Background: an optimization exercise with open tools, aiming at small area, a short achievable clock period and few clock cycles per item. Do not read the settings as production practice. Where RTL was checked, it was by simulation tests only, not by an equivalence proof against the original. No functional check of the RTL was part of run 1.

==> flow/design.v, too long to show whole: its modules and the start of the top module <==
// module butterfly_pipe_unit: 1714 lines
module butterfly_pipe_unit #(
    parameter int unsigned WIDTH         = 16,
    parameter int unsigned FRACTION_BITS = 14,
    parameter int unsigned TAG_WIDTH     = 5
) (
    input  logic                 CLK,
    input  logic                 RST,
    input  logic                 in_valid,
    output logic                 in_ready,
    input  logic [WIDTH-1:0]     in_1_real,
    input  logic [WIDTH-1:0]     in_1_imag,
    input  logic [WIDTH-1:0]     in_2_real,
    input  logic [WIDTH-1:0]     in_2_imag,
    input  logic [WIDTH-1:0]     twiddle_real,
    input  logic [WIDTH-1:0]     twiddle_imag,
    input  logic [TAG_WIDTH-1:0] in_tag,
    input  logic                 mode_inverse,
    input  logic                 scale_half,
    output logic                 out_valid,
    input  logic                 out_ready,
    output logic [WIDTH-1:0]     even_real,
    output logic [WIDTH-1:0]     even_imag,
    output logic [WIDTH-1:0]     odd_real,
    output logic [WIDTH-1:0]     odd_imag,
    output logic [TAG_WIDTH-1:0] out_tag,
    output logic                 ovf_flag,
    input  logic                 ovf_clear
);
  // ...
==> flow/flow/run.sh <==
#!/bin/bash
set -e
bash standard.sh SETUP_SLACK_MARGIN=${FLOW_MARGIN:-6.5} finish > standard.log 2>&1
==> flow/standard.sh <==
#!/bin/bash
# synth_recipe.tcl (not shown) runs the flow's synth.tcl, then flattens the netlist and writes it again
# the make line also repeats each setting of config.mk as NAME=value (left out here)
make -C /OpenROAD-flow-scripts/flow DESIGN_CONFIG=/design/flow/config.mk WORK_HOME=/design/flow/orfs CLKGATE_MAP_FILE= SYNTH_SCRIPT=/design/flow/synth_recipe.tcl "${@:-finish}"
==> flow/config.mk <==
export PLATFORM = sky130hd
export DESIGN_NAME = butterfly_pipe_unit
export DESIGN_NICKNAME = butterfly_pipe_unit
export VERILOG_FILES = /design/flow/design.v
export SDC_FILE = /design/flow/constraint.sdc
export NUM_CORES = 4
export LEC_CHECK = 0
export ABC_CLOCK_PERIOD_IN_PS = 3000
export CAP_MARGIN = 20
export CORE_MARGIN = 2
export CORE_UTILIZATION = 40
export SETUP_SLACK_MARGIN = 5
export SLEW_MARGIN = 20
==> flow/constraint.sdc <==
create_clock -name core_clock -period 10.0 [get_ports {CLK}]
set_input_delay 2.0000 -clock core_clock [delete_from_list [all_inputs] [get_ports {CLK}]]
set_output_delay 2.0000 -clock core_clock [all_outputs]
set_load 0.01 [all_outputs]
==> load_flow_metrics.sql, run 1 <==
INSERT INTO impl_metrics (metric_group, metric, value, unit) VALUES
('grt', 'grt_pass1_wl', '210000', 'µm'),
('synthesis', 'simple_gate_area_share_of_the_yosys_netlist', '0.0426', ''),
('drt', 'avg_vias_per_cell', '5.61', ''),
('finish', 'layout_commonest_cell', 'sky130_fd_sc_hd__edfxtp_1', ''),
('critical_path', 'critical_path_at', '4.57', 'ns'),
('critical_path', 'cpMaxStageDelayCell', 'sky130_fd_sc_hd__fa_1', ''),
('hold_path', 'count_of_cells_along_the_worst_hold_path', '0', ''),
('drt', 'drt-met1-wl', '59000', 'µm'),
('synthesis', 'synth_top_family_by_area', 'adder cells', ''),
('synthesis', 'synth.net_count', '4825', ''),
('finish', 'design.seq.count', '621', ''),
('critical_path', 'criticalPathCategory', 'flip-flop to flip-flop', ''),
('finish', 'largest_register_ffs', '120', ''),
('critical_path', 'critPathCaptureType', 'flip-flop', ''),
('synthesis', 'compound_cell_area_share_of_the_yosys_netlist', '0.128', ''),
('floorplanning', 'ports', '180', ''),
('place', 'dpl_worst_slack', '5.36', 'ns'),
('status', 'outcome', 'timing/DRC/antenna clean', ''),
('critical_path', 'worst_path_most_repeated_cell', 'sky130_fd_sc_hd__a21o_1', ''),
('sta', 'final.setup.worst_slack', '5.91', 'ns'),
('synthesis', 'synth_top_cell_area_share', '0.385', ''),
('synthesis', 'synth_xor_xnor_area_share', '0.126', ''),
('synthesis', 'ys_ff_latch', '621', ''),
('sta', 'achievable-frequency', '245', 'MHz'),
('critical_path', 'critical-path-top-delay-family', 'compound AO/OA/AOI/OAI gates', '');
==> run 2: changes to the inputs <==
--- a/flow/design.v
+++ b/flow/design.v
@@ -1522,17 +1522,22 @@
     wire fs775 = cs2r_q[114] ^ cs2r_q[115] ^ cs2r_q[116];
     wire fc776 = (cs2r_q[114] & cs2r_q[115]) | (cs2r_q[114] & cs2r_q[116]) | (cs2r_q[115] & cs2r_q[116]);
     wire fs777 = cs2r_q[117] ^ fc772 ^ fs775;
     wire fc778 = (cs2r_q[117] & fc772) | (cs2r_q[117] & fs775) | (fc772 & fs775);
     wire fs779 = ~(cs2r_q[118] ^ cs2r_q[119]);
     wire fc780 = cs2r_q[118] | cs2r_q[119];
     wire hs781 = fc776 ^ fs779;
     wire hc782 = fc776 & fs779;
-    wire [32:0] xr = {1'b1, fc780, fc778, fc774, fc770, fc766, fc762, fc758, fc754, fc750, fc746, fc742, fc738, fc734, fc730, fc726, fc722, fc718, fc714, fc710, fc706, fc702, fc698, fc694, fc690, fc686, fc682, fc678, fc674, fs671, fs667, fc664, cs2r_q[3]} + {1'b0, hc782, hs781, fs777, fs773, fs769, fs765, fs761, fs757, fs753, fs749, fs745, fs741, fs737, fs733, fs729, fs725, fs721, fs717, fs713, fs709, fs705, fs701, fs697, fs693, fs689, fs685, fs681, fs677, fs673, hs669, hs665, fs663};
+    wire [32:0] xr_s = {1'b1, fc780, fc778, fc774, fc770, fc766, fc762, fc758, fc754, fc750, fc746, fc742, fc738, fc734, fc730, fc726, fc722, fc718, fc714, fc710, fc706, fc702, fc698, fc694, fc690, fc686, fc682, fc678, fc674, fs671, fs667, fc664, cs2r_q[3]};
+    wire [32:0] xr_c = {1'b0, hc782, hs781, fs777, fs773, fs769, fs765, fs761, fs757, fs753, fs749, fs745, fs741, fs737, fs733, fs729, fs725, fs721, fs717, fs713, fs709, fs705, fs701, fs697, fs693, fs689, fs685, fs681, fs677, fs673, hs669, hs665, fs663};
+    wire [14:0] xr_lo = {1'b0, xr_s[13:0]} + {1'b0, xr_c[13:0]};
+    wire [18:0] fr_s = {ah2r_q[16] ^ xr_s[32] ^ xr_c[32], ah2r_q[16] ^ xr_s[31] ^ xr_c[31], ah2r_q[16] ^ xr_s[30] ^ xr_c[30], ah2r_q[15] ^ xr_s[29] ^ xr_c[29], ah2r_q[14] ^ xr_s[28] ^ xr_c[28], ah2r_q[13] ^ xr_s[27] ^ xr_c[27], ah2r_q[12] ^ xr_s[26] ^ xr_c[26], ah2r_q[11] ^ xr_s[25] ^ xr_c[25], ah2r_q[10] ^ xr_s[24] ^ xr_c[24], ah2r_q[9] ^ xr_s[23] ^ xr_c[23], ah2r_q[8] ^ xr_s[22] ^ xr_c[22], ah2r_q[7] ^ xr_s[21] ^ xr_c[21], ah2r_q[6] ^ xr_s[20] ^ xr_c[20], ah2r_q[5] ^ xr_s[19] ^ xr_c[19], ah2r_q[4] ^ xr_s[18] ^ xr_c[18], ah2r_q[3] ^ xr_s[17] ^ xr_c[17], ah2r_q[2] ^ xr_s[16] ^ xr_c[16], ah2r_q[1] ^ xr_s[15] ^ xr_c[15], ah2r_q[0] ^ xr_s[14] ^ xr_c[14]};
+    wire [18:0] fr_ce = {(ah2r_q[16] & xr_s[32]) | (ah2r_q[16] & xr_c[32]) | (xr_s[32] & xr_c[32]), (ah2r_q[16] & xr_s[31]) | (ah2r_q[16] & xr_c[31]) | (xr_s[31] & xr_c[31]), (ah2r_q[16] & xr_s[30]) | (ah2r_q[16] & xr_c[30]) | (xr_s[30] & xr_c[30]), (ah2r_q[15] & xr_s[29]) | (ah2r_q[15] & xr_c[29]) | (xr_s[29] & xr_c[29]), (ah2r_q[14] & xr_s[28]) | (ah2r_q[14] & xr_c[28]) | (xr_s[28] & xr_c[28]), (ah2r_q[13] & xr_s[27]) | (ah2r_q[13] & xr_c[27]) | (xr_s[27] & xr_c[27]), (ah2r_q[12] & xr_s[26]) | (ah2r_q[12] & xr_c[26]) | (xr_s[26] & xr_c[26]), (ah2r_q[11] & xr_s[25]) | (ah2r_q[11] & xr_c[25]) | (xr_s[25] & xr_c[25]), (ah2r_q[10] & xr_s[24]) | (ah2r_q[10] & xr_c[24]) | (xr_s[24] & xr_c[24]), (ah2r_q[9] & xr_s[23]) | (ah2r_q[9] & xr_c[23]) | (xr_s[23] & xr_c[23]), (ah2r_q[8] & xr_s[22]) | (ah2r_q[8] & xr_c[22]) | (xr_s[22] & xr_c[22]), (ah2r_q[7] & xr_s[21]) | (ah2r_q[7] & xr_c[21]) | (xr_s[21] & xr_c[21]), (ah2r_q[6] & xr_s[20]) | (ah2r_q[6] & xr_c[20]) | (xr_s[20] & xr_c[20]), (ah2r_q[5] & xr_s[19]) | (ah2r_q[5] & xr_c[19]) | (xr_s[19] & xr_c[19]), (ah2r_q[4] & xr_s[18]) | (ah2r_q[4] & xr_c[18]) | (xr_s[18] & xr_c[18]), (ah2r_q[3] & xr_s[17]) | (ah2r_q[3] & xr_c[17]) | (xr_s[17] & xr_c[17]), (ah2r_q[2] & xr_s[16]) | (ah2r_q[2] & xr_c[16]) | (xr_s[16] & xr_c[16]), (ah2r_q[1] & xr_s[15]) | (ah2r_q[1] & xr_c[15]) | (xr_s[15] & xr_c[15]), (ah2r_q[0] & xr_s[14]) | (ah2r_q[0] & xr_c[14]) | (xr_s[14] & xr_c[14])};
+    wire [18:0] fr_co = {(ah2r_q[16] & ~xr_s[32]) | (ah2r_q[16] & ~xr_c[32]) | (~xr_s[32] & ~xr_c[32]), (ah2r_q[16] & ~xr_s[31]) | (ah2r_q[16] & ~xr_c[31]) | (~xr_s[31] & ~xr_c[31]), (ah2r_q[16] & ~xr_s[30]) | (ah2r_q[16] & ~xr_c[30]) | (~xr_s[30] & ~xr_c[30]), (ah2r_q[15] & ~xr_s[29]) | (ah2r_q[15] & ~xr_c[29]) | (~xr_s[29] & ~xr_c[29]), (ah2r_q[14] & ~xr_s[28]) | (ah2r_q[14] & ~xr_c[28]) | (~xr_s[28] & ~xr_c[28]), (ah2r_q[13] & ~xr_s[27]) | (ah2r_q[13] & ~xr_c[27]) | (~xr_s[27] & ~xr_c[27]), (ah2r_q[12] & ~xr_s[26]) | (ah2r_q[12] & ~xr_c[26]) | (~xr_s[26] & ~xr_c[26]), (ah2r_q[11] & ~xr_s[25]) | (ah2r_q[11] & ~xr_c[25]) | (~xr_s[25] & ~xr_c[25]), (ah2r_q[10] & ~xr_s[24]) | (ah2r_q[10] & ~xr_c[24]) | (~xr_s[24] & ~xr_c[24]), (ah2r_q[9] & ~xr_s[23]) | (ah2r_q[9] & ~xr_c[23]) | (~xr_s[23] & ~xr_c[23]), (ah2r_q[8] & ~xr_s[22]) | (ah2r_q[8] & ~xr_c[22]) | (~xr_s[22] & ~xr_c[22]), (ah2r_q[7] & ~xr_s[21]) | (ah2r_q[7] & ~xr_c[21]) | (~xr_s[21] & ~xr_c[21]), (ah2r_q[6] & ~xr_s[20]) | (ah2r_q[6] & ~xr_c[20]) | (~xr_s[20] & ~xr_c[20]), (ah2r_q[5] & ~xr_s[19]) | (ah2r_q[5] & ~xr_c[19]) | (~xr_s[19] & ~xr_c[19]), (ah2r_q[4] & ~xr_s[18]) | (ah2r_q[4] & ~xr_c[18]) | (~xr_s[18] & ~xr_c[18]), (ah2r_q[3] & ~xr_s[17]) | (ah2r_q[3] & ~xr_c[17]) | (~xr_s[17] & ~xr_c[17]), (ah2r_q[2] & ~xr_s[16]) | (ah2r_q[2] & ~xr_c[16]) | (~xr_s[16] & ~xr_c[16]), (ah2r_q[1] & ~xr_s[15]) | (ah2r_q[1] & ~xr_c[15]) | (~xr_s[15] & ~xr_c[15]), (ah2r_q[0] & ~xr_s[14]) | (ah2r_q[0] & ~xr_c[14]) | (~xr_s[14] & ~xr_c[14])};
     wire fs1445 = cs2i_q[0] ^ cs2i_q[1] ^ cs2i_q[2];
     wire fc1446 = (cs2i_q[0] & cs2i_q[1]) | (cs2i_q[0] & cs2i_q[2]) | (cs2i_q[1] & cs2i_q[2]);
     wire hs1447 = cs2i_q[4] ^ cs2i_q[5];
     wire hc1448 = cs2i_q[4] & cs2i_q[5];
     wire fs1449 = cs2i_q[6] ^ cs2i_q[7] ^ cs2i_q[8];
     wire fc1450 = (cs2i_q[6] & cs2i_q[7]) | (cs2i_q[6] & cs2i_q[8]) | (cs2i_q[7] & cs2i_q[8]);
     wire hs1451 = cs2i_q[9] ^ hc1448;
     wire hc1452 = cs2i_q[9] & hc1448;
@@ -1643,38 +1648,46 @@
     wire fs1557 = cs2i_q[114] ^ cs2i_q[115] ^ cs2i_q[116];
     wire fc1558 = (cs2i_q[114] & cs2i_q[115]) | (cs2i_q[114] & cs2i_q[116]) | (cs2i_q[115] & cs2i_q[116]);
     wire fs1559 = cs2i_q[117] ^ fc1554 ^ fs1557;
     wire fc1560 = (cs2i_q[117] & fc1554) | (cs2i_q[117] & fs1557) | (fc1554 & fs1557);
     wire fs1561 = ~(cs2i_q[118] ^ cs2i_q[119]);
     wire fc1562 = cs2i_q[118] | cs2i_q[119];
     wire hs1563 = fc1558 ^ fs1561;
     wire hc1564 = fc1558 & fs1561;
-    wire [32:0] xi = {1'b1, fc1562, fc1560, fc1556, fc1552, fc1548, fc1544, fc1540, fc1536, fc1532, fc1528, fc1524, fc1520, fc1516, fc1512, fc1508, fc1504, fc1500, fc1496, fc1492, fc1488, fc1484, fc1480, fc1476, fc1472, fc1468, fc1464, fc1460, fc1456, fs1453, fs1449, fc1446, cs2i_q[3]} + {1'b0, hc1564, hs1563, fs1559, fs1555, fs1551, fs1547, fs1543, fs1539, fs1535, fs1531, fs1527, fs1523, fs1519, fs1515, fs1511, fs1507, fs1503, fs1499, fs1495, fs1491, fs1487, fs1483, fs1479, fs1475, fs1471, fs1467, fs1463, fs1459, fs1455, hs1451, hs1447, fs1445};
+    wire [32:0] xi_s = {1'b1, fc1562, fc1560, fc1556, fc1552, fc1548, fc1544, fc1540, fc1536, fc1532, fc1528, fc1524, fc1520, fc1516, fc1512, fc1508, fc1504, fc1500, fc1496, fc1492, fc1488, fc1484, fc1480, fc1476, fc1472, fc1468, fc1464, fc1460, fc1456, fs1453, fs1449, fc1446, cs2i_q[3]};
+    wire [32:0] xi_c = {1'b0, hc1564, hs1563, fs1559, fs1555, fs1551, fs1547, fs1543, fs1539, fs1535, fs1531, fs1527, fs1523, fs1519, fs1515, fs1511, fs1507, fs1503, fs1499, fs1495, fs1491, fs1487, fs1483, fs1479, fs1475, fs1471, fs1467, fs1463, fs1459, fs1455, hs1451, hs1447, fs1445};
+    wire [14:0] xi_lo = {1'b0, xi_s[13:0]} + {1'b0, xi_c[13:0]};
+    wire [18:0] fi_s = {ah2i_q[16] ^ xi_s[32] ^ xi_c[32], ah2i_q[16] ^ xi_s[31] ^ xi_c[31], ah2i_q[16] ^ xi_s[30] ^ xi_c[30], ah2i_q[15] ^ xi_s[29] ^ xi_c[29], ah2i_q[14] ^ xi_s[28] ^ xi_c[28], ah2i_q[13] ^ xi_s[27] ^ xi_c[27], ah2i_q[12] ^ xi_s[26] ^ xi_c[26], ah2i_q[11] ^ xi_s[25] ^ xi_c[25], ah2i_q[10] ^ xi_s[24] ^ xi_c[24], ah2i_q[9] ^ xi_s[23] ^ xi_c[23], ah2i_q[8] ^ xi_s[22] ^ xi_c[22], ah2i_q[7] ^ xi_s[21] ^ xi_c[21], ah2i_q[6] ^ xi_s[20] ^ xi_c[20], ah2i_q[5] ^ xi_s[19] ^ xi_c[19], ah2i_q[4] ^ xi_s[18] ^ xi_c[18], ah2i_q[3] ^ xi_s[17] ^ xi_c[17], ah2i_q[2] ^ xi_s[16] ^ xi_c[16], ah2i_q[1] ^ xi_s[15] ^ xi_c[15], ah2i_q[0] ^ xi_s[14] ^ xi_c[14]};
+    wire [18:0] fi_ce = {(ah2i_q[16] & xi_s[32]) | (ah2i_q[16] & xi_c[32]) | (xi_s[32] & xi_c[32]), (ah2i_q[16] & xi_s[31]) | (ah2i_q[16] & xi_c[31]) | (xi_s[31] & xi_c[31]), (ah2i_q[16] & xi_s[30]) | (ah2i_q[16] & xi_c[30]) | (xi_s[30] & xi_c[30]), (ah2i_q[15] & xi_s[29]) | (ah2i_q[15] & xi_c[29]) | (xi_s[29] & xi_c[29]), (ah2i_q[14] & xi_s[28]) | (ah2i_q[14] & xi_c[28]) | (xi_s[28] & xi_c[28]), (ah2i_q[13] & xi_s[27]) | (ah2i_q[13] & xi_c[27]) | (xi_s[27] & xi_c[27]), (ah2i_q[12] & xi_s[26]) | (ah2i_q[12] & xi_c[26]) | (xi_s[26] & xi_c[26]), (ah2i_q[11] & xi_s[25]) | (ah2i_q[11] & xi_c[25]) | (xi_s[25] & xi_c[25]), (ah2i_q[10] & xi_s[24]) | (ah2i_q[10] & xi_c[24]) | (xi_s[24] & xi_c[24]), (ah2i_q[9] & xi_s[23]) | (ah2i_q[9] & xi_c[23]) | (xi_s[23] & xi_c[23]), (ah2i_q[8] & xi_s[22]) | (ah2i_q[8] & xi_c[22]) | (xi_s[22] & xi_c[22]), (ah2i_q[7] & xi_s[21]) | (ah2i_q[7] & xi_c[21]) | (xi_s[21] & xi_c[21]), (ah2i_q[6] & xi_s[20]) | (ah2i_q[6] & xi_c[20]) | (xi_s[20] & xi_c[20]), (ah2i_q[5] & xi_s[19]) | (ah2i_q[5] & xi_c[19]) | (xi_s[19] & xi_c[19]), (ah2i_q[4] & xi_s[18]) | (ah2i_q[4] & xi_c[18]) | (xi_s[18] & xi_c[18]), (ah2i_q[3] & xi_s[17]) | (ah2i_q[3] & xi_c[17]) | (xi_s[17] & xi_c[17]), (ah2i_q[2] & xi_s[16]) | (ah2i_q[2] & xi_c[16]) | (xi_s[16] & xi_c[16]), (ah2i_q[1] & xi_s[15]) | (ah2i_q[1] & xi_c[15]) | (xi_s[15] & xi_c[15]), (ah2i_q[0] & xi_s[14]) | (ah2i_q[0] & xi_c[14]) | (xi_s[14] & xi_c[14])};
+    wire [18:0] fi_co = {(ah2i_q[16] & ~xi_s[32]) | (ah2i_q[16] & ~xi_c[32]) | (~xi_s[32] & ~xi_c[32]), (ah2i_q[16] & ~xi_s[31]) | (ah2i_q[16] & ~xi_c[31]) | (~xi_s[31] & ~xi_c[31]), (ah2i_q[16] & ~xi_s[30]) | (ah2i_q[16] & ~xi_c[30]) | (~xi_s[30] & ~xi_c[30]), (ah2i_q[15] & ~xi_s[29]) | (ah2i_q[15] & ~xi_c[29]) | (~xi_s[29] & ~xi_c[29]), (ah2i_q[14] & ~xi_s[28]) | (ah2i_q[14] & ~xi_c[28]) | (~xi_s[28] & ~xi_c[28]), (ah2i_q[13] & ~xi_s[27]) | (ah2i_q[13] & ~xi_c[27]) | (~xi_s[27] & ~xi_c[27]), (ah2i_q[12] & ~xi_s[26]) | (ah2i_q[12] & ~xi_c[26]) | (~xi_s[26] & ~xi_c[26]), (ah2i_q[11] & ~xi_s[25]) | (ah2i_q[11] & ~xi_c[25]) | (~xi_s[25] & ~xi_c[25]), (ah2i_q[10] & ~xi_s[24]) | (ah2i_q[10] & ~xi_c[24]) | (~xi_s[24] & ~xi_c[24]), (ah2i_q[9] & ~xi_s[23]) | (ah2i_q[9] & ~xi_c[23]) | (~xi_s[23] & ~xi_c[23]), (ah2i_q[8] & ~xi_s[22]) | (ah2i_q[8] & ~xi_c[22]) | (~xi_s[22] & ~xi_c[22]), (ah2i_q[7] & ~xi_s[21]) | (ah2i_q[7] & ~xi_c[21]) | (~xi_s[21] & ~xi_c[21]), (ah2i_q[6] & ~xi_s[20]) | (ah2i_q[6] & ~xi_c[20]) | (~xi_s[20] & ~xi_c[20]), (ah2i_q[5] & ~xi_s[19]) | (ah2i_q[5] & ~xi_c[19]) | (~xi_s[19] & ~xi_c[19]), (ah2i_q[4] & ~xi_s[18]) | (ah2i_q[4] & ~xi_c[18]) | (~xi_s[18] & ~xi_c[18]), (ah2i_q[3] & ~xi_s[17]) | (ah2i_q[3] & ~xi_c[17]) | (~xi_s[17] & ~xi_c[17]), (ah2i_q[2] & ~xi_s[16]) | (ah2i_q[2] & ~xi_c[16]) | (~xi_s[16] & ~xi_c[16]), (ah2i_q[1] & ~xi_s[15]) | (ah2i_q[1] & ~xi_c[15]) | (~xi_s[15] & ~xi_c[15]), (ah2i_q[0] & ~xi_s[14]) | (ah2i_q[0] & ~xi_c[14]) | (~xi_s[14] & ~xi_c[14])};
     logic                    v3_q;
-    logic [WIDTH:0]          ah3r_q, ah3i_q;
-    logic [SW-1:0]           p3r_q, p3i_q;        
+    logic [SW-1:0]           p3r_s_q, p3r_ce_q, p3r_co_q, p3i_s_q, p3i_ce_q, p3i_co_q;
+    logic                    p3r_k_q, p3i_k_q;
     logic                    half3_q;
     logic [TAG_WIDTH-1:0]    tag3_q;
     always_ff @(posedge CLK) begin
         if (!RST)      v3_q <= 1'b0;
         else if (en_q) v3_q <= v2_q;
         if (en_q) begin
-            ah3r_q  <= ah2r_q;  ah3i_q <= ah2i_q;
-            p3r_q   <= xr[32:14];
-            p3i_q   <= xi[32:14];
+            p3r_s_q <= fr_s;  p3r_ce_q <= fr_ce;  p3r_co_q <= fr_co;  p3r_k_q <= xr_lo[14];
+            p3i_s_q <= fi_s;  p3i_ce_q <= fi_ce;  p3i_co_q <= fi_co;  p3i_k_q <= xi_lo[14];
             half3_q <= half2_q;
             tag3_q  <= tag2_q;
         end
     end
     logic signed [SW-1:0] ser, sei, sor, soi;
-    assign ser = $signed(ah3r_q) + $signed(p3r_q);
-    assign sei = $signed(ah3i_q) + $signed(p3i_q);
-    assign sor = $signed(ah3r_q) - $signed(p3r_q);
-    assign soi = $signed(ah3i_q) - $signed(p3i_q);
+    wire [19:0] sumer = {p3r_s_q, 1'b1} + {{p3r_ce_q[17:0], p3r_k_q}, 1'b0};
+    assign ser = sumer[19:1];
+    wire [19:0] sumor = {p3r_s_q, 1'b1} + {{p3r_co_q[17:0], ~p3r_k_q}, 1'b1};
+    assign sor = sumor[19:1];
+    wire [19:0] sumei = {p3i_s_q, 1'b1} + {{p3i_ce_q[17:0], p3i_k_q}, 1'b0};
+    assign sei = sumei[19:1];
+    wire [19:0] sumoi = {p3i_s_q, 1'b1} + {{p3i_co_q[17:0], ~p3i_k_q}, 1'b1};
+    assign soi = sumoi[19:1];
     function automatic logic [WIDTH:0] finish(input logic signed [SW-1:0] s, input logic half);
         logic signed [SW-1:0] v;
         v = half ? (s >>> 1) : s;
         if (v[SW-1:WIDTH-1] == '0 || v[SW-1:WIDTH-1] == '1) finish = {1'b0, v[WIDTH-1:0]};
         else if (v[SW-1])  finish = {2'b11, {(WIDTH - 1){1'b0}}};
         else               finish = {2'b10, {(WIDTH - 1){1'b1}}};
     endfunction
     logic [WIDTH:0] fer, fei, for_, foi;
==> flow/flow/run.sh (replaced) <==
#!/bin/bash
set -e
bash standard.sh SETUP_SLACK_MARGIN=${FLOW_MARGIN:-6.8} \
  "BUFFER_PORTS_ARGS=-buffer_cell sky130_fd_sc_hd__buf_2" finish > standard.log 2>&1
==> load_flow_metrics.sql, run 2 <==
INSERT INTO impl_metrics (metric_group, metric, value, unit) VALUES
('status', 'outcome', 'timing/DRC/antenna clean', ''),
('synthesis', 'ys_seq_area_frac', '0.397', ''),
('drt', 'num_vias', '35600', ''),
('drt', 'detailedRoute.firstPassIterationCount', '10', ''),
('synthesis', 'ys_ff_latch', '661', ''),
('place', 'detailedPlacementHpwl', '91300', 'µm'),
('sta', 'final-setup-viol-count', '0', ''),
('critical_path', 'rr_startpoint', 'p3i_s_q[0]$_DFFE_PP_', ''),
('critical_path', 'reg_to_reg_endpoint', 'out_q[12]$_DFFE_PN_', ''),
('synthesis', 'synth.net_count', '4879', ''),
('synthesis', 'yosys.cell_types.count', '82', ''),
('sta', 'timing.final.hold_violations', '0', ''),
('place', 'dpl-instance-area', '52600', 'µm²'),
('grt', 'grt_util_met3', '0.0896', ''),
('cts', 'skew_pair_late_insertion_delay', '0.70', 'ns'),
('synthesis', 'post_synth_instance_area', '49900', 'µm²'),
('critical_path', 'setup.worst_path.end', 'out_q[12]$_DFFE_PN_', ''),
('cts', 'htreeDepth', '3', ''),
('drt', 'avg_vias_per_cell', '5.81', ''),
('cts', 'cts.sink_count', '661', ''),
('critical_path', 'r2r_slack', '6.35', 'ns'),
('sta', 'timing_worst_slew_pin_value', '1.13', 'ns'),
('floorplanning', 'initial_core_util', '0.403', ''),
('sta', 'drv_slew', '0', ''),
('grt', 'grt-ovfl-total', '0', ''),
('synthesis', 'synth-edff-count', '654', ''),
('finish', 'design_area', '62900', 'µm²'),
('floorplanning', 'row_count', '129', ''),
('floorplanning', 'fp.dieH', '357', 'µm'),
('critical_path', 'timing.reg2reg.worst_path_depth', '16', ''),
('finish', 'largest_register_ffs', '120', ''),
('sta', 'layout_worst_path_cycle_share', '0.365', ''),
('sta', 'achievable-frequency', '274', 'MHz'),
('grt', 'grtUsageTotal', '0.251', ''),
('drt', 'remaining_drc_errors', '0', ''),
('flow_run', 'max-cap-violations', '0', ''),
('floorplanning', 'chipWidth', '357', 'µm'),
('drt', 'route.final.wire_length', '164000', 'µm'),
('cts', 'cts_made_buffers', '78', ''),
('cts', 'clkTransAtPathRegs', '0.06', 'ns'),
('cts', 'root_buffer', 'sky130_fd_sc_hd__clkbuf_16', ''),
('place', 'place.port_buffers', '179', ''),
('sta', 'final.min_clock_period', '3.65', 'ns'),
('sta', 'worst_slew_margin_rel', '0.243', ''),
('synthesis', 'dominantRegCellSynth', 'sky130_fd_sc_hd__edfxtp_1', ''),
('sta', 'worst_clock_skew', '0.0452', 'ns'),
('synthesis', 'ys_warn_count', '1', ''),
('finish', 'fillCellCount', '10400', ''),
('finish', 'area_of_all_sequential_standard_cells', '19800', 'µm²'),
('drt', 'dr.first_iter.drc_count', '4488', ''),
('critical_path', 'critical_path.startpoint', 'p3i_s_q[0]$_DFFE_PP_', ''),
('finish', 'multi_input_combinational_cell_area', '30300', 'µm²'),
('synthesis', 'synth_top_cell_area_share', '0.394', ''),
('grt', 'grt.met2_usage', '0.363', ''),
('drt', 'avgRoutedWirePerCell', '26.7', 'µm'),
('grt', 'gr-usage-met1', '0.334', ''),
('cts', 'cts_hold_repair.buffers', '0', ''),
('grt', 'maximum_number_of_pins_on_one_net_before_global_route_repair', '178', ''),
('critical_path', 'cpMaxStageDelayCell', 'sky130_fd_sc_hd__edfxtp_1', ''),
('synthesis', 'async_flop_share', '0', ''),
('floorplanning', 'ports', '180', ''),
('grt', 'first_global_vias', '36100', ''),
('synthesis', 'per_instance_average_area_after_synthesis', '12.2', 'µm²'),
('grt', 'grt_pass1_wl', '236000', 'µm'),
('sta', 'rsz_0062_raised_after_global_routing', 'true', ''),
('floorplanning', 'dieArea', '128000', 'µm²'),
('grt', 'antenna_found_initial', '8', ''),
('finish', 'final_core_utilization', '0.509', ''),
('finish', 'drive_above_1_share', '0.301', ''),
('critical_path', 'crit_path_start_kind', 'flip-flop', ''),
('synthesis', 'synth.area.top_cells', 'sky130_fd_sc_hd__edfxtp_1 (39%), sky130_fd_sc_hd__fa_1 (21%), sky130_fd_sc_hd__xnor2_1 (9.9%)', ''),
('cts', 'tritoncts', 'done', ''),
('critical_path', 'criticalPathCategory', 'flip-flop to flip-flop', ''),
('finish', 'layout.cells.most_common_list', 'sky130_fd_sc_hd__edfxtp_1 (654), sky130_fd_sc_hd__xnor2_1 (500), sky130_fd_sc_hd__fa_1 (396), sky130_fd_sc_hd__inv_1 (366), sky130_fd_sc_hd__a22oi_1 (309)', ''),
('critical_path', 'cp_max_fo', '6', ''),
('finish', 'design.final.nets', '5224', ''),
('cts', 'cts_max_path_buffers', '3', ''),
('synthesis', 'cell_type_with_the_highest_aggregate_area_in_the_netlist', 'sky130_fd_sc_hd__edfxtp_1', ''),
('critical_path', 'critPathCaptureType', 'flip-flop', ''),
('finish', 'largest_register', 'cs2i_q', ''),
('sta', 'final_sum_of_negative_setup_slack', '0', 'ns'),
('synthesis', 'synth_most_common_cell', 'sky130_fd_sc_hd__edfxtp_1', ''),
('floorplanning', 'standard_cell_core_area', '124000', 'µm²'),
('critical_path', 'critPathRequiredTime', '10.43', 'ns'),
('hold_path', 'min_path_type', 'flip-flop to flip-flop', ''),
('finish', 'area_delta_synth_final', '26.1', '%'),
('drt', 'postRouteAntennaNets', '0', ''),
('critical_path', 'critical_path_at', '4.08', 'ns'),
('grt', 'global_route_hottest_layer', 'met2', ''),
('synthesis', 'yosys-top-cells-count', 'sky130_fd_sc_hd__edfxtp_1 (654), sky130_fd_sc_hd__xnor2_1 (565), sky130_fd_sc_hd__fa_1 (524), sky130_fd_sc_hd__a22oi_1 (481), sky130_fd_sc_hd__inv_1 (432)', ''),
('place', 'gp_routability_congestion', '0.891', ''),
('finish', 'largest_registers', 'cs2i_q (120), cs2r_q (119), skid_q (70)', ''),
('critical_path', 'cpPeakStageDelay', '0.39', 'ns'),
('synthesis', 'synthesis.instances', '4083', ''),
('finish', 'layout_commonest_cell', 'sky130_fd_sc_hd__edfxtp_1', ''),
('critical_path', 'critical_path.cell_chain', 'inv_1 > ha_2 > inv_2 > fa_2 > a211oi_2 > o211ai_1 > a41oi_2 > o221ai_2 > buf_4 > nor4_4 > nor4_4 > buf_6 > nor2b_4 > buf_6 > a21oi_4 > mux2_2', '');
run 2: metrics by stage:
step	std cells	hold WS, ns	setup slack (ns)
finish	6129	0.417	6.35
global route	6127	0.425	6.25
CTS	6039	0.420	6.39
detailed placement	5687	0.406	5.19
global placement	5687	0.403	5.22
floorplan	4083	0.400	2.40
run 2: worst min path at each step:
| stage | depth (start not counted) | startpoint | to | slack [ns] |
|---|---|---|---|---|
| floorplan | 0 | half2_q$_DFFE_PP_ | half3_q$_DFFE_PP_ | 0.40 |
| global placement | 0 | half2_q$_DFFE_PP_ | half3_q$_DFFE_PP_ | 0.40 |
| detailed placement | 0 | half2_q$_DFFE_PP_ | half3_q$_DFFE_PP_ | 0.41 |
| CTS | 0 | half2_q$_DFFE_PP_ | half3_q$_DFFE_PP_ | 0.42 |
| global route | 0 | tag2_q[2]$_DFFE_PP_ | tag3_q[2]$_DFFE_PP_ | 0.43 |
| finish | 0 | half2_q$_DFFE_PP_ | half3_q$_DFFE_PP_ | 0.42 |
run 2: metal layers:
layer	share of wire	vias to the layer above	wire length, µm
met5	0.00024	-	40
met3	0.13	710	21000
met4	0.060	6	9760
met2	0.42	2394	68800
met1	0.39	17600	64200
li1	-	14800	-
run 2: kinds of logic after synthesis:
kind of cell	Yosys count	share of synthesized area
AOI/OAI and AO/OA	836	0.118
buffers and inverters	748	0.0572
adders and majority gates	688	0.251
DFF	661	0.397
xor gates and xnor gates	649	0.114
and+or+nand+nor	391	0.0391
muxes	110	0.0235
run 2: area by class of cell:
class                      instances  area share
tap                             1637      0.0326
multi-input combinational       2676       0.481
antenna                            2   0.0000796
clock inverter                    49     0.00883
sequential                       661       0.315
clock buffer                      93      0.0323
timing repair buffer             564       0.100
inverter                         444      0.0298
timing repair inverter             3    0.000418
run 2: what timing repair did:
item,4_1_cts,5_1_grt
setup buffers,162,81
setup endpoints to repair,459,265
endpoints found under the hold margin,0,0
pin swaps,133,287
gates resized for setup,548,470
gates cloned,48,7
run 2: critical path, delay by kind of cell (launching register included):
family / cells / cell delay, ns
adder cells (fa/ha/maj): 2 / 0.54
flip-flops: 1 / 0.39
multiplexers: 1 / 0.26
AO/OA/AOI/OAI: 5 / 1.06
buffers and inverters: 5 / 0.62
AND/OR/NAND/NOR: 3 / 0.50
Testbench counts of run 2, summed over its fixed seeds: cycles 16,032, items 16,000.
==> run 3: changes to the inputs <==
==> flow/flow/run.sh (replaced) <==
#!/bin/bash
set -e
bash standard.sh SETUP_SLACK_MARGIN=${FLOW_MARGIN:-6.5} \
  "BUFFER_PORTS_ARGS=-buffer_cell sky130_fd_sc_hd__buf_2" finish > standard.log 2>&1
==> load_flow_metrics.sql, run 3 <==
INSERT INTO impl_metrics (metric_group, metric, value, unit) VALUES
('synthesis', 'ys_seq_area_frac', '0.397', ''),
('sta', 'timing_worst_slew_pin_value', '1.04', 'ns'),
('finish', 'largest_registers', 'cs2i_q (120), cs2r_q (119), skid_q (70)', ''),
('grt', 'antenna_found_initial', '2', ''),
('cts', 'cts_made_buffers', '76', ''),
('cts', 'cts_max_path_buffers', '3', ''),
('critical_path', 'critical_path.cell_chain', 'ha_1 > a21oi_2 > nor2b_4 > a311o_2 > a211oi_4 > buf_6 > nand3_4 > a32oi_4 > mux2i_2 > buf_4 > nor3b_4 > buf_12 > a31oi_4 > mux2_4', ''),
('cts', 'cts.sink_count', '661', ''),
('cts', 'clkTransAtPathRegs', '0.06', 'ns'),
('critical_path', 'cpMaxStageDelayCell', 'sky130_fd_sc_hd__edfxtp_1', ''),
('critical_path', 'cp_max_fo', '8', ''),
('critical_path', 'reg_to_reg_endpoint', 'out_q[65]$_DFFE_PN_', ''),
('synthesis', 'ys_warn_count', '1', ''),
('sta', 'achievable-frequency', '275', 'MHz'),
('drt', 'avg_vias_per_cell', '5.66', ''),
('sta', 'drv_slew', '0', ''),
('synthesis', 'synth-edff-count', '654', ''),
('critical_path', 'crit_path_start_kind', 'flip-flop', ''),
('critical_path', 'timing.reg2reg.worst_path_depth', '14', ''),
('synthesis', 'synthesis.instances', '4083', ''),
('critical_path', 'r2r_slack', '6.37', 'ns'),
('finish', 'largest_register_ffs', '120', ''),
('hold_path', 'min_path_type', 'flip-flop to flip-flop', ''),
('floorplanning', 'standard_cell_core_area', '124000', 'µm²'),
('drt', 'postRouteAntennaNets', '0', ''),
('synthesis', 'dominantRegCellSynth', 'sky130_fd_sc_hd__edfxtp_1', ''),
('synthesis', 'yosys-top-cells-count', 'sky130_fd_sc_hd__edfxtp_1 (654), sky130_fd_sc_hd__xnor2_1 (565), sky130_fd_sc_hd__fa_1 (524), sky130_fd_sc_hd__a22oi_1 (481), sky130_fd_sc_hd__inv_1 (432)', ''),
('flow_run', 'max-cap-violations', '0', ''),
('hold_path', 'worst_hold_path.endpoint', 'tag2_q[4]$_DFFE_PP_', ''),
('finish', 'design_area', '56800', 'µm²'),
('finish', 'area_delta_synth_final', '13.8', '%'),
('finish', 'largest_register', 'cs2i_q', ''),
('sta', 'final_sum_of_negative_setup_slack', '0', 'ns'),
('drt', 'detailedRoute.firstPassIterationCount', '9', ''),
('sta', 'layout_worst_path_cycle_share', '0.363', ''),
('finish', 'layout.cells.most_common_list', 'sky130_fd_sc_hd__edfxtp_1 (654), sky130_fd_sc_hd__xnor2_1 (561), sky130_fd_sc_hd__fa_1 (518), sky130_fd_sc_hd__a22oi_1 (476), sky130_fd_sc_hd__inv_1 (426)', ''),
('finish', 'design.final.nets', '4995', ''),
('critical_path', 'critical_path_at', '4.06', 'ns'),
('synthesis', 'ys_ff_latch', '661', ''),
('grt', 'maximum_number_of_pins_on_one_net_before_global_route_repair', '82', ''),
('drt', 'remaining_drc_errors', '0', ''),
('grt', 'grt-ovfl-total', '0', ''),
('status', 'outcome', 'timing/DRC/antenna clean', ''),
('finish', 'area_of_all_sequential_standard_cells', '19800', 'µm²'),
('drt', 'route.final.wire_length', '144000', 'µm'),
('hold_path', 'hold_path.startpoint', 'tag1_q[4]$_DFFE_PP_', ''),
('place', 'detailedPlacementHpwl', '91600', 'µm'),
('synthesis', 'synth.net_count', '4879', ''),
('floorplanning', 'fp.dieH', '357', 'µm'),
('critical_path', 'critPathCaptureType', 'flip-flop', ''),
('drt', 'num_vias', '33300', ''),
('cts', 'skew_pair_late_insertion_delay', '0.69', 'ns'),
('grt', 'grt_pass1_wl', '216000', 'µm'),
('finish', 'multi_input_combinational_cell_area', '28000', 'µm²'),
('finish', 'drive_above_1_share', '0.153', ''),
('place', 'gp_routability_congestion', '0.870', ''),
('critical_path', 'critPathRequiredTime', '10.43', 'ns'),
('floorplanning', 'initial_core_util', '0.403', ''),
('critical_path', 'criticalPathCategory', 'flip-flop to flip-flop', ''),
('finish', 'fillCellCount', '11200', ''),
('finish', 'layout_commonest_cell', 'sky130_fd_sc_hd__edfxtp_1', ''),
('place', 'place.port_buffers', '179', ''),
('synthesis', 'cell_type_with_the_highest_aggregate_area_in_the_netlist', 'sky130_fd_sc_hd__edfxtp_1', ''),
('sta', 'timing.final.hold_violations', '0', ''),
('sta', 'worst_slew_margin_rel', '0.306', ''),
('synthesis', 'post_synth_instance_area', '49900', 'µm²'),
('synthesis', 'synth_top_cell_area_share', '0.394', ''),
('critical_path', 'rr_startpoint', 'p3r_s_q[4]$_DFFE_PP_', ''),
('synthesis', 'async_flop_share', '0', ''),
('sta', 'rsz_0062_raised_after_global_routing', 'true', ''),
('sta', 'worst_clock_skew', '0.0330', 'ns'),
('synthesis', 'yosys.cell_types.count', '82', ''),
('grt', 'first_global_vias', '34300', ''),
('cts', 'htreeDepth', '3', ''),
('synthesis', 'synth.area.top_cells', 'sky130_fd_sc_hd__edfxtp_1 (39%), sky130_fd_sc_hd__fa_1 (21%), sky130_fd_sc_hd__xnor2_1 (9.9%)', ''),
('floorplanning', 'ports', '180', ''),
('critical_path', 'cpPeakStageDelay', '0.40', 'ns'),
('hold_path', 'count_of_cells_along_the_worst_hold_path', '0', ''),
('floorplanning', 'chipWidth', '357', 'µm'),
('synthesis', 'per_instance_average_area_after_synthesis', '12.2', 'µm²'),
('place', 'dpl-instance-area', '52400', 'µm²'),
('cts', 'tritoncts', 'done', ''),
('cts', 'root_buffer', 'sky130_fd_sc_hd__clkbuf_16', ''),
('floorplanning', 'dieArea', '128000', 'µm²'),
('drt', 'avgRoutedWirePerCell', '24.4', 'µm'),
('floorplanning', 'row_count', '129', ''),
('drt', 'dr.first_iter.drc_count', '3768', ''),
('synthesis', 'synth_most_common_cell', 'sky130_fd_sc_hd__edfxtp_1', ''),
('sta', 'final-setup-viol-count', '0', ''),
('grt', 'grtUsageTotal', '0.225', ''),
('sta', 'final.min_clock_period', '3.63', 'ns');
[run 3: cell counts after synthesis]
No cell type changed its count.
[run 3: routing by layer]
metal | wire (µm) | track usage
met5 | 0 | 0
met4 | 6650 | 0.0907
met1 | 59200 | 0.308
met3 | 14500 | 0.0533
met2 | 63300 | 0.343
[run 3: per-stage QoR]
stage           util  hold WS, ns  setup WS [ns]  std cells
2_1_floorplan      -        0.400           2.40       4083
5_1_grt        0.459        0.419           6.27       5888
6_report       0.459        0.413           6.37       5890
3_5_place_dp   0.424        0.405           5.47       5692
3_3_place_gp   0.424        0.405           5.49       5692
4_1_cts        0.450        0.416           6.42       5855
[run 3: worst max path at each step]
stage,from,to,slack [ns],cells past startpoint
floorplan,en_q$_SDFF_PN1_,skid_q[0]$_DFFE_PP_,2.40,3
detailed placement,p3i_k_q$_DFFE_PP_,out_q[51]$_DFFE_PN_,5.47,13
global route,p3i_s_q[0]$_DFFE_PP_,out_q[11]$_DFFE_PN_,6.27,15
global placement,p3i_s_q[0]$_DFFE_PP_,out_q[51]$_DFFE_PN_,5.49,13
finish,p3r_s_q[4]$_DFFE_PP_,out_q[65]$_DFFE_PN_,6.37,14
CTS,p3r_k_q$_DFFE_PP_,out_q[61]$_DFFE_PN_,6.42,13
[run 3: cell families after synthesis]
family | synth area share
AND/OR/NAND/NOR | 0.0391
adder cells (fa/ha/maj) | 0.251
AO/OA/AOI/OAI | 0.118
flip-flops | 0.397
multiplexers | 0.0235
buffers and inverters | 0.0572
XOR/XNOR | 0.114
[run 3: worst max-delay path: cells and delay by family, from the launching register on]
kind / cells / cell delay (ns)
DFF: 1 / 0.40
and+or+nand+nor: 3 / 0.33
muxes: 2 / 0.40
buffers and inverters: 3 / 0.50
adders and majority gates: 1 / 0.40
AOI/OAI and AO/OA: 5 / 1.35
[run 3: cell type report]
class                           instances  area share
Multi-Input combinational cell       2674       0.494
Sequential cell                       661       0.349
Timing Repair Buffer                  342      0.0477
Tap cell                             1637      0.0361
Clock buffer                           90      0.0344
Inverter                              444      0.0311
Clock inverter                         40     0.00804
Antenna cell                            2   0.0000882
[run 3: timing repair]
item,CTS,global route
cloned,0,4
resized for setup,133,215
hold buffers,0,0
pin swaps,19,37
buffers inserted,33,29
endpoints found under the setup margin,214,209
endpoints found under the hold margin,0,0

## separate check: timing with driven ports
The results above use ideal ports. As a check the final layouts listed here were re-extracted and re-timed, cells and wires unchanged. Step 1: set_driving_cell puts a clkbuf_16 on CLK and a buf_2 on each other input, an assumption about the parent block. Step 2 adds t to the input delays and takes it off the output delays; t is the mean of the earliest and latest rising clock arrival at the registers after step 1. Input paths then give back, and output paths get back, about the clock's delay inside the block. Three values: ideal ports, drivers, drivers and shift; two values: the first two.
| run | shift t [ns] | slack for setup (ns) | worst setup path after step 2 | slew at the worst register clock pin (ns) | cell pins on the clock port's net |
|---|---|---|---|---|---|
| run 1 | 0.717 | 5.914 / 5.914 / 5.914 | register to register | 0.08 / 0.08 | 1 |
| run 2 | 0.753 | 6.350 / 6.350 / 6.198 | input to register | 0.07 / 0.07 | 1 |
| run 3 | 0.752 | 6.366 / 6.366 / 6.001 | input to register | 0.06 / 0.06 | 1 |
After both steps every run listed still meets setup and hold. For run 3, which loses most, drivers alone change the setup slack by 0.000 ns; drivers and shift together by -0.365 ns.
